What follows belongs to an exercise in optimizing a design on an open flow for small area and a short achievable clock period; a production flow would make more cautious choices.
Function was checked by simulation only, so behaviour that the tests miss may differ from the original.

Setup of job 6364:
==> flow/design.v <==
module leaf_stream_fifo #(
  parameter int WIDTH = 32
) (
  input  logic             clk,
  input  logic             ap_rst_n,
  input  logic             flush,
  input  logic [WIDTH-1:0] wr_data,
  input  logic             wr_valid,
  output logic             wr_ready,
  output logic [WIDTH-1:0] rd_data,
  output logic             rd_valid,
  input  logic             rd_ready,
  output logic [4:0]       level,
  output logic             pop,
  output logic             valid_next
);
  logic [4:0]       count;
  logic             vld_q;     
  logic             two_q;     
  logic             rdy_q;     
  logic [3:0]       wp, rp;    
  logic [WIDTH-1:0] head;
  logic [WIDTH-1:0] store [1:15];
  logic             push;
  logic             ld_in;
  logic             ld_st;
  logic             st_we;
  logic [4:0]       count_d;
  logic [WIDTH-1:0] st_out;
  logic [WIDTH-1:0] head_d;
  assign wr_ready = rdy_q & ~flush;
  assign rd_valid = vld_q;
  assign rd_data  = head;
  assign level    = count;
  assign push  = wr_valid & rdy_q & ~flush;
  assign pop   = vld_q & rd_ready & ~flush;
  assign ld_in = push & (~vld_q | (~two_q & pop));
  assign ld_st = pop & two_q;
  assign st_we = push & ~ld_in;
  always_comb begin
    st_out = '0;
    for (int k = 1; k < 16; k++) begin
      st_out = st_out | ({WIDTH{rp == 4'(k)}} & store[k]);
    end
  end
  assign head_d = two_q ? st_out : wr_data;
  always_comb begin
    count_d = count;
    if (flush)            count_d = '0;
    else if (push & ~pop) count_d = count + 5'd1;
    else if (pop & ~push) count_d = count - 5'd1;
  end
  assign valid_next = (count_d != 5'd0);
  logic [3:0] wp_nx, rp_nx;
  assign wp_nx = {wp[2:0], wp[3] ^ wp[2]};
  assign rp_nx = {rp[2:0], rp[3] ^ rp[2]};
  always_ff @(posedge clk) begin
    if (ld_in | ld_st) head <= head_d;
  end
  for (genvar k = 1; k < 16; k++) begin : g_row
    always_ff @(posedge clk) begin
      if (st_we && wp == 4'(k)) store[k] <= wr_data;
    end
  end
  always_ff @(posedge clk or negedge ap_rst_n) begin
    if (!ap_rst_n) begin
      count <= '0;
      vld_q <= 1'b0;
      two_q <= 1'b0;
      rdy_q <= 1'b0;
      wp    <= 4'd1;
      rp    <= 4'd1;
    end else begin
      count <= count_d;
      vld_q <= (count_d != 5'd0);
      two_q <= (count_d > 5'd1);
      rdy_q <= (count_d != 5'd16);
      if (flush) begin
        wp <= 4'd1;
        rp <= 4'd1;
      end else begin
        if (st_we) wp <= wp_nx;
        if (ld_st) rp <= rp_nx;
      end
    end
  end
endmodule
module leaf_stream_bridge #(
  parameter int NUM_IN_PORTS  = 2,
  parameter int NUM_OUT_PORTS = 2,
  parameter int PAYLOAD_BITS  = 32,
  parameter int FIFO_DEPTH    = 16,
  parameter int CNT_BITS      = $clog2(FIFO_DEPTH) + 1
) (
  input  logic                              clk,
  input  logic                              ap_rst_n,
  input  logic                              flush,
  input  logic [15:0]                       frame_len,
  input  logic [NUM_IN_PORTS*PAYLOAD_BITS-1:0]  dout_leaf_interface2user,
  input  logic [NUM_IN_PORTS-1:0]               vld_interface2user,
  output logic [NUM_IN_PORTS-1:0]               ack_user2interface,
  output logic [NUM_OUT_PORTS*PAYLOAD_BITS-1:0] din_leaf_user2interface,
  output logic [NUM_OUT_PORTS-1:0]              vld_user2interface,
  input  logic [NUM_OUT_PORTS-1:0]              ack_interface2user,
  output logic [NUM_IN_PORTS*PAYLOAD_BITS-1:0]  Input_TDATA,
  output logic [NUM_IN_PORTS-1:0]               Input_TVALID,
  output logic [NUM_IN_PORTS-1:0]               Input_TLAST,
  input  logic [NUM_IN_PORTS-1:0]               Input_TREADY,
  input  logic [NUM_OUT_PORTS*PAYLOAD_BITS-1:0] Output_TDATA,
  input  logic [NUM_OUT_PORTS-1:0]              Output_TVALID,
  output logic [NUM_OUT_PORTS-1:0]              Output_TREADY,
  output logic [NUM_IN_PORTS*CNT_BITS-1:0]  in_level,
  output logic [NUM_OUT_PORTS*CNT_BITS-1:0] out_level
);
  for (genvar i = 0; i < NUM_IN_PORTS; i++) begin : g_in
    logic        pop;
    logic        valid_next;
    logic        tlast;
    logic [15:0] wnext;
    logic [15:0] wnext_d;
    logic        tl_en;
    logic        wnz_d;
    leaf_stream_fifo #(
      .WIDTH (PAYLOAD_BITS)
    ) u_fifo (
      .clk        (clk),
      .ap_rst_n   (ap_rst_n),
      .flush      (flush),
      .wr_data    (dout_leaf_interface2user[i*PAYLOAD_BITS +: PAYLOAD_BITS]),
      .wr_valid   (vld_interface2user[i]),
      .wr_ready   (ack_user2interface[i]),
      .rd_data    (Input_TDATA[i*PAYLOAD_BITS +: PAYLOAD_BITS]),
      .rd_valid   (Input_TVALID[i]),
      .rd_ready   (Input_TREADY[i]),
      .level      (in_level[i*CNT_BITS +: CNT_BITS]),
      .pop        (pop),
      .valid_next (valid_next)
    );
    assign tlast = tl_en & (frame_len == wnext);
    assign Input_TLAST[i] = tlast;
    assign wnz_d = flush | (pop ? (tlast | ~(&wnext)) : (|wnext));
    always_comb begin
      wnext_d = wnext;
      if (flush)    wnext_d = 16'd1;
      else if (pop) wnext_d = tlast ? 16'd1 : wnext + 16'd1;
    end
    always_ff @(posedge clk or negedge ap_rst_n) begin
      if (!ap_rst_n) begin
        wnext <= 16'd1;
        tl_en <= 1'b0;
      end else begin
        wnext <= wnext_d;
        tl_en <= valid_next & wnz_d;
      end
    end
  end
  for (genvar j = 0; j < NUM_OUT_PORTS; j++) begin : g_out
    logic pop;
    logic valid_next;
    leaf_stream_fifo #(
      .WIDTH (PAYLOAD_BITS)
    ) u_fifo (
      .clk        (clk),
      .ap_rst_n   (ap_rst_n),
      .flush      (flush),
      .wr_data    (Output_TDATA[j*PAYLOAD_BITS +: PAYLOAD_BITS]),
      .wr_valid   (Output_TVALID[j]),
      .wr_ready   (Output_TREADY[j]),
      .rd_data    (din_leaf_user2interface[j*PAYLOAD_BITS +: PAYLOAD_BITS]),
      .rd_valid   (vld_user2interface[j]),
      .rd_ready   (ack_interface2user[j]),
      .level      (out_level[j*CNT_BITS +: CNT_BITS]),
      .pop        (pop),
      .valid_next (valid_next)
    );
  end
endmodule
Settings: LEC_CHECK=0, CAP_MARGIN=20, CORE_MARGIN=2, CORE_UTILIZATION=72, PLACE_DENSITY=0.82, SETUP_SLACK_MARGIN=2.2, SLEW_MARGIN=20; clock period 4.5 ns.
run.sh (not shown) runs the stock make flow with config.mk's settings and CLKGATE_MAP_FILE= SYNTH_SCRIPT=/design/flow/synth_recipe.tcl, a recipe that flattens the netlist after the stock synthesis.
Edits applied to the flow inputs when going from job 6364 to job 5602:
Settings: CORE_UTILIZATION now 60, was 72; PLACE_DENSITY no longer set, was 0.82.
--- outcome ---
Comparing job 5602 and job 6364, the higher number of standard-cell rows in the floorplan was measured on job 5602.
Between job 5602 and job 6364, die area is lower for job 6364, job 5602 comes in above that.
Of job 5602 and job 6364, it is job 5602 that has the lower final design utilization.
Between job 5602 and job 6364, the difference in final area is negligible.
Lower global-route usage among job 5602 and job 6364: job 5602
Taking job 6364 as the reference, in job 5602 wire length has decreased, tightest hold margin has decreased.
Modified inputs, job 6597 compared to job 5602
Settings: SETUP_SLACK_MARGIN changed from 2.2 to 1.7.
==> flow/flow/run.sh (new file) <==
#!/bin/bash
set -euo pipefail
cd "$(dirname "$0")/.."
export IO_CONSTRAINTS="$PWD/flow/io.tcl"
export BUFFER_PORTS_ARGS="-buffer_cell sky130_fd_sc_hd__buf_2"
bash standard.sh > standard_flow.log 2>&1
==> flow/flow/io.tcl (new file) <==
set_io_pin_constraint -group -order -pin_names {frame_len[0] frame_len[1] frame_len[2] frame_len[3] frame_len[4] frame_len[5] frame_len[6] frame_len[7] Input_TLAST[0] Input_TLAST[1] ack_user2interface[0] flush ack_user2interface[1] Output_TREADY[0] Output_TREADY[1] frame_len[8] frame_len[9] frame_len[10] frame_len[11] frame_len[12] frame_len[13] frame_len[14] frame_len[15]}
==> flow/standard.sh (new file) <==
#!/bin/bash
# synth_recipe.tcl (not shown) runs the flow's synth.tcl, then flattens the netlist and writes it again
# the make line also repeats each setting of config.mk as NAME=value (left out here)
make -C /OpenROAD-flow-scripts/flow DESIGN_CONFIG=/design/flow/config.mk WORK_HOME=/design/flow/orfs CLKGATE_MAP_FILE= SYNTH_SCRIPT=/design/flow/synth_recipe.tcl "${@:-finish}"
removed: flow/run.sh
==> summary.txt <==
In summary, job 6597 completed successfully, with a layout that passed the timing, DRC and antenna checks.
Job 6597 against job 5602: minimum hold slack lost 0.056 ns; non-clock buffer count moved down; arrival time at the worst endpoint lower.

-- afterwards: timing with drivers on the ports --
How much do the figures lean on ideal ports? The routed layouts below were timed once more, with nothing changed but the port constraints. Step 1: set_driving_cell puts a clkbuf_16 on clk and a buf_2 on each other input, an assumption about the parent block. Step 2, shift: input delay + t, output delay - t, t = (earliest + latest rising clock arrival at the registers) / 2. This alone moves slack from input paths to output paths. Slacks: ideal / step 1 / step 2; pairs: ideal / step 1.
run | t, ns | setup WS [ns] | latest minus earliest clock arrival (ns)
job 6364 | 0.940 | 1.003 / 0.917 / 0.431 | 0.054 / 0.055
job 5602 | 0.921 | 1.181 / 1.115 / 1.151 | 0.030 / 0.031
job 6597 | 0.905 | 1.235 / 1.156 / 0.783 | 0.047 / 0.047
After both steps setup and hold are still met in every run listed. The setup slack of job 6364, which loses most, moves by -0.086 ns with the drivers and by -0.572 ns with both steps.
